This is an optimization exercise on Yosys and OpenROAD, whose aim is small area, a short achievable clock period and few clock cycles per item, not a production implementation. RTL that was checked went through simulation tests only; none was proved equivalent to the original.

==> 09-17: inputs <==
// multichannel_to_mono_pcm16_unit
module multichannel_to_mono_pcm16_unit (
    input  wire         i_clk,
    input  wire         i_rst_n,
    input  wire         i_cfg_we,
    input  wire [0:0]   i_cfg_index,
    input  wire [3:0]   i_cfg_data,
    input  wire         i_in_valid,
    output logic        o_in_ready,
    input  wire  [31:0] i_sample_bits,
    input  wire         i_silent,
    input  wire         i_packet_last,
    output logic        o_out_valid,
    input  wire         i_out_ready,
    output logic signed [15:0] o_mono_sample,
    output logic        o_packet_end
);
==> flow/config.mk <==
export PLATFORM = sky130hd
export DESIGN_NAME = multichannel_to_mono_pcm16_unit
export DESIGN_NICKNAME = multichannel_to_mono_pcm16_unit
export VERILOG_FILES = /design/flow/design.v
export SDC_FILE = /design/flow/constraint.sdc
export NUM_CORES = 4
export LEC_CHECK = 0
export CAP_MARGIN = 20
export CORE_MARGIN = 2
export CORE_UTILIZATION = 40
export SLEW_MARGIN = 20
==> flow/constraint.sdc <==
create_clock -name core_clock -period 10.0 [get_ports {i_clk}]
set_input_delay 2.0000 -clock core_clock [delete_from_list [all_inputs] [get_ports {i_clk}]]
set_output_delay 2.0000 -clock core_clock [all_outputs]
set_load 0.01 [all_outputs]
run.sh (not shown) runs the stock make flow with config.mk's settings and CLKGATE_MAP_FILE= SYNTH_SCRIPT=/design/flow/synth_recipe.tcl, a recipe that flattens the netlist after the stock synthesis.
==> inputs of 02-22, as changes to 09-17 <==
--- a/flow/design.v
+++ b/flow/design.v
@@ -108,21 +108,35 @@
     assign last   = (r_pos == r_nm1);
     assign commit = accept && last;
     assign xfer   = i_rst_n && o_out_valid && i_out_ready;
     logic [7:0]  e;
     logic        f_big;
-    logic        f_inr;
-    logic [4:0]  f_sh;
-    logic [30:0] f_shv;
+    logic        f_hi;
+    logic        f_lo;
+    logic [23:0] f_sig;
+    logic [30:0] f_s1;
+    logic [24:0] f_low;
     logic [31:0] f_mag;
     logic [31:0] i_val;
     assign e     = i_sample_bits[30:23];
-    assign f_big = (e >= 8'd134) && !((e == 8'hFF) && (i_sample_bits[22:0] != 23'd0));
-    assign f_inr = (e >= 8'd103) && (e <= 8'd133);
-    assign f_sh  = 5'd5 - e[4:0];                        
-    assign f_shv = {1'b1, i_sample_bits[22:0], 7'b0} >> f_sh;
-    assign f_mag = f_big ? 32'h8000_0000 : (f_inr ? {1'b0, f_shv} : 32'd0);
+    assign f_sig = {1'b1, i_sample_bits[22:0]};
+    assign f_s1  = {7'd0, f_sig} << e[2:0];
+    always_comb begin
+        case (e[4:3])
+            2'd0:    f_low = 25'(f_s1 >> 30);
+            2'd1:    f_low = 25'(f_s1 >> 22);
+            2'd2:    f_low = 25'(f_s1 >> 14);
+            default: f_low = 25'(f_s1 >> 6);
+        endcase
+    end
+    assign f_big = e[7] && ((e[6:3] != 4'd0) || (e[2] && e[1])) &&
+                   !((e == 8'hFF) && (i_sample_bits[22:0] != 23'd0));
+    assign f_hi  = e[7] && (e[6:3] == 4'd0) && !(e[2] && e[1]);
+    assign f_lo  = (e[7:5] == 3'b011) && !((e[4:3] == 2'b00) && (e[2:0] != 3'd7));
+    assign f_mag = f_big ? 32'h8000_0000 :
+                   f_hi  ? {1'b0, f_s1[28:0], 2'b00} :
+                   f_lo  ? {7'd0, f_low} : 32'd0;
     assign i_val = {{7{i_sample_bits[15]}}, i_sample_bits[15:0], 9'b0};
     logic [31:0] v_op;
     logic        v_inv;
     logic        v_ext;
     logic        v_last;
@@ -139,14 +153,12 @@
     logic [35:0] r_acc;
     logic [35:0] sum;
     logic [35:0] addend;
     logic [35:0] acc_in;
     logic        s_neg;
-    logic [10:0] s_hx;
-    logic        s_sat;
-    logic        s_an;
-    logic        s_cy;
+    logic        s_cyl;
+    logic        s_cye;
     logic [3:0]  v_n;
     assign v_n    = {1'b0, r_nm1} + 4'd1;
     assign addend = {{4{v_ext}}, v_op};
     assign acc_in = r_acc;
     mcmono_add #(.W(36)) u_acc_add (
@@ -155,15 +167,12 @@
         .i_ci (v_inv),
         .o_s  (sum),
         .o_co ()
     );
     assign s_neg  = sum[35];
-    assign s_hx   = sum[34:24] ^ {11{s_neg}};
-    assign s_sat  = (s_hx[10:3] != 8'd0) || (s_hx[2:0] > r_nm1);
-    assign s_an   = s_neg || ((sum[34:12] == 23'd0) && (sum[11:8] < v_n));
-    assign s_cy   = (sum[14:12] == 3'd0) &&
-                    ((sum[11:8] < v_n) || ((sum[11:8] == v_n) && (sum[7:0] == 8'd0) && !s_an));
+    assign s_cyl  = (sum[14:12] == 3'd0) && (sum[11:8] < v_n);
+    assign s_cye  = (sum[14:12] == 3'd0) && (sum[11:8] == v_n) && (sum[7:0] == 8'd0);
     always_ff @(posedge i_clk) begin
         if (!i_rst_n) begin
             r_acc <= {24'd0, 4'd2, 8'd0};
         end else if (i_cfg_we || v_last) begin
             r_acc <= {24'd0, {1'b0, nm1_n} + 4'd1, 8'd0};
@@ -172,36 +181,39 @@
         end
     end
     logic        p_valid;
     logic [27:0] p_b;            
     logic        p_bs;           
+    logic [6:0]  p_hi;           
     logic        p_cy;
+    logic [10:0] p_hx;
     logic        p_sat;
     logic        p_zero;
     logic        p_pend;
     logic [2:0]  p_nm1;
     logic        p_move;
     always_ff @(posedge i_clk) begin
         if (v_last) begin
             p_b    <= sum[27:0];
             p_bs   <= s_neg;
-            p_cy   <= s_cy;
-            p_sat  <= s_sat;
+            p_cy   <= s_cyl || (s_cye && !s_neg);
+            p_hi   <= sum[34:28];
             p_zero <= v_zero;
             p_pend <= v_pend;
             p_nm1  <= r_nm1;
         end
     end
+    assign p_hx  = {p_hi, p_b[27:24]} ^ {11{p_bs}};
+    assign p_sat = (p_hx[10:3] != 8'd0) || (p_hx[2:0] > p_nm1);
     logic [28:0] ys;
     logic [18:0] x;
-    logic [18:0] xs;
+    logic [17:0] xm;
+    logic [17:0] p_m;
     logic [1:0]  p_k;
     logic        p_d1;
     logic [1:0]  p_dsel;         
     logic        fast;
-    logic [15:0] fast_q;
-    logic        xsgn;
     mcmono_add #(.W(29)) u_y_add (
         .i_a  ({p_b[27], p_b}),
         .i_b  ({{16{~p_b[27]}}, ~p_b[27:15]}),
         .i_ci (p_cy),
         .o_s  (ys),
@@ -223,31 +235,26 @@
             3'd4:    p_dsel = 2'd1;
             3'd6:    p_dsel = 2'd2;
             default: p_dsel = 2'd0;
         endcase
     end
-    always_comb begin
-        case (p_k)
-            2'd1:    xs = {{1{x[18]}}, x[18:1]};
-            2'd2:    xs = {{2{x[18]}}, x[18:2]};
-            2'd3:    xs = {{3{x[18]}}, x[18:3]};
-            default: xs = x;
-        endcase
-    end
-    assign xsgn   = xs[18];
-    assign fast   = p_zero || p_sat || p_d1;
-    assign fast_q = p_zero ? 16'd0 :
-                    p_sat  ? (p_bs ? 16'h8001 : 16'h7FFF) :
-                             xs[15:0];
+    assign xm   = x[17:0] ^ {18{p_bs}};
+    assign fast = p_zero || p_sat || p_d1;
+    assign p_m  = p_zero ? 18'd0 :
+                  p_sat  ? {3'd0, 14'h3FFF, !p_bs} :
+                  (!p_d1 && (p_k == 2'd1)) ? {1'b0, xm[17:1]} : xm;
     logic        o_valid;
     logic        o_busy;
     logic [14:0] o_sh;
     logic        o_sign;
     logic        o_pend;
     logic [2:0]  o_rem;
     logic [1:0]  o_dsel;
     logic [2:0]  o_cnt;
+    logic [1:0]  o_k;
+    logic [17:0] o_m;
+    logic [14:0] o_q;
     logic        out_take;
     assign out_take = !o_busy && (!o_valid || i_out_ready);
     assign p_move   = p_valid && out_take;
     function automatic logic [3:0] dstep(input logic [1:0] ds, input logic [2:0] r,
                                          input logic b);
@@ -275,37 +282,46 @@
         if (!i_rst_n) begin
             o_valid <= 1'b0;
             o_busy  <= 1'b0;
         end else if (p_move) begin
             o_pend <= p_pend;
-            o_sign <= fast ? fast_q[15] : xsgn;
+            o_sign <= !p_zero && p_bs;
+            o_rem  <= p_m[17:15];
+            o_sh   <= p_m[14:0];
+            o_k    <= (p_zero || p_sat || !p_d1) ? 2'd0 : p_k;
+            o_dsel <= p_dsel;
+            o_cnt  <= 3'd4;
             if (fast) begin
-                o_sh    <= fast_q[14:0];
                 o_valid <= 1'b1;
                 o_busy  <= 1'b0;
             end else begin
-                o_sh    <= xs[14:0] ^ {15{xsgn}};
-                o_rem   <= xs[17:15] ^ {3{xsgn}};
-                o_dsel  <= p_dsel;
-                o_cnt   <= 3'd4;
                 o_valid <= 1'b0;
                 o_busy  <= 1'b1;
             end
         end else if (o_busy) begin
-            o_sh  <= {o_sh[11:0], {ds0[3], ds1[3], ds2[3]} ^ {3{o_sign}}};
+            o_sh  <= {o_sh[11:0], ds0[3], ds1[3], ds2[3]};
             o_rem <= ds2[2:0];
             o_cnt <= o_cnt - 3'd1;
             if (o_cnt == 3'd0) begin
                 o_busy  <= 1'b0;
                 o_valid <= 1'b1;
             end
         end else if (i_out_ready) begin
             o_valid <= 1'b0;
         end
     end
+    assign o_m = {o_rem, o_sh};
+    always_comb begin
+        case (o_k)
+            2'd1:    o_q = o_m[15:1];
+            2'd2:    o_q = o_m[16:2];
+            2'd3:    o_q = o_m[17:3];
+            default: o_q = o_m[14:0];
+        endcase
+    end
     assign o_out_valid   = o_valid;
-    assign o_mono_sample = {o_sign, o_sh};
+    assign o_mono_sample = {o_sign, o_q ^ {15{o_sign}}};
     assign o_packet_end  = o_pend;
     logic [1:0] count_n;
     logic       int_n;
     logic       bad_n;
     always_comb begin
@@ -325,10 +341,20 @@
         end else if (accept) begin
             pos_n = last ? 3'd0 : r_pos + 3'd1;
         end
         count_n = r_count + {1'b0, commit} - {1'b0, xfer};
     end
+    logic nl_acc;
+    logic nl_cfg;
+    logic notlast_n;
+    logic cnt2_n;
+    logic ready_n;
+    assign nl_acc    = last ? (r_nm1 != 3'd0) : (r_pos + 3'd1 != r_nm1);
+    assign nl_cfg    = i_cfg_index[0] ? (i_cfg_data[3:1] != 3'd0) : (r_nm1 != 3'd0);
+    assign notlast_n = i_cfg_we ? nl_cfg : (accept ? nl_acc : !last);
+    assign cnt2_n    = !xfer && (r_count[1] || (r_count[0] && accept && last));
+    assign ready_n   = !cnt2_n || notlast_n;
     always_ff @(posedge i_clk) begin
         if (!i_rst_n) begin
             r_int   <= 1'b0;
             r_bad   <= 1'b0;
             r_nm1   <= 3'd1;
@@ -342,11 +368,11 @@
             r_int   <= int_n;
             r_bad   <= bad_n;
             r_nm1   <= nm1_n;
             r_pos   <= pos_n;
             r_count <= count_n;
-            r_ready <= (count_n < 2'd2) || (pos_n != nm1_n);
+            r_ready <= ready_n;
             if (i_cfg_we || (accept && last)) begin
                 r_fsil  <= 1'b0;
                 r_fpend <= 1'b0;
             end else if (accept) begin
                 r_fsil  <= r_fsil || i_silent;
==> flow/flow/run.sh (new file) <==
#!/bin/bash
# The standard layout, with the port buffers made of buf_2 cells instead of the default
# delay buffer: every input and output port still gets its own buffer.
set -euo pipefail
bash standard.sh finish "BUFFER_PORTS_ARGS=-buffer_cell sky130_fd_sc_hd__buf_2" > standard_flow.log 2>&1
==> flow/standard.sh (new file) <==
#!/bin/bash
# synth_recipe.tcl (not shown) runs the flow's synth.tcl, then flattens the netlist and writes it again
# the make line also repeats each setting of config.mk as NAME=value (left out here)
make -C /OpenROAD-flow-scripts/flow DESIGN_CONFIG=/design/flow/config.mk WORK_HOME=/design/flow/orfs CLKGATE_MAP_FILE= SYNTH_SCRIPT=/design/flow/synth_recipe.tcl "${@:-finish}"
--- a/flow/config.mk
+++ b/flow/config.mk
@@ -5,7 +5,8 @@
 export SDC_FILE = /design/flow/constraint.sdc
 export NUM_CORES = 4
 export LEC_CHECK = 0
 export CAP_MARGIN = 20
 export CORE_MARGIN = 2
-export CORE_UTILIZATION = 40
+export CORE_UTILIZATION = 60
+export CTS_BUF_LIST = sky130_fd_sc_hd__clkbuf_4 sky130_fd_sc_hd__clkbuf_8
 export SLEW_MARGIN = 20
removed: flow/run.sh
==> results.sh <==
export IMPL_run_status="timing/DRC/antenna clean"
export IMPL_die_w_um=173.0
export IMPL_post_place_cells=1674
export IMPL_synthDistinctLibCells=75
export IMPL_worst_slew_pin_slew_ps=1050
export IMPL_detailedPlacementHpwl_mm=22.82
the above is filed under 09-17

==> results.sh <==
export IMPL_post_place_cells=1427
export IMPL_synthDistinctLibCells=78
export IMPL_worst_slew_pin_slew_ps=1048
export IMPL_detailedPlacementHpwl_mm=20.54
export IMPL_die_w_um=142.1
export IMPL_run_status="timing/DRC/antenna clean"
the above is filed under 02-22

Testbench counts of 09-17, summed over its fixed seeds: cycles 14,010, frames 3,072.
Only the layout flow was run in 02-22; the RTL was not checked for function there.

==> separate check: timing with driven ports <==
In the flow no input, the clock included, has a driving cell. The finished layouts below were timed again as built, in two steps.
Step 1 (the two cells are an assumption about what drives the block):
set clk [get_ports {i_clk}]
set_driving_cell -lib_cell sky130_fd_sc_hd__clkbuf_16 $clk
set_driving_cell -lib_cell sky130_fd_sc_hd__buf_2 [delete_from_list [all_inputs] $clk]
Step 2 also shifts input and output timing later by t, the mid clock arrival at the registers, as if the neighbouring blocks saw the same clock.
a / b / c = ideal / step 1 / step 2; a / b = the first two.
| run | shift t [ns] | setup slack, ns | worst hold slack (ns) | worst slew at a driven data input, ns |
|---|---|---|---|---|
| 09-17 | 0.476 | 4.984 / 4.984 / 4.914 | 0.406 / 0.406 / 0.406 | 0.04 |
| 02-22 | 0.493 | 5.288 / 5.288 / 5.219 | 0.418 / 0.418 / 0.418 | 0.03 |
After both steps every run listed still meets setup and hold. The setup slack of 09-17, which loses most, moves by 0.000 ns with the drivers and by -0.070 ns with both steps.
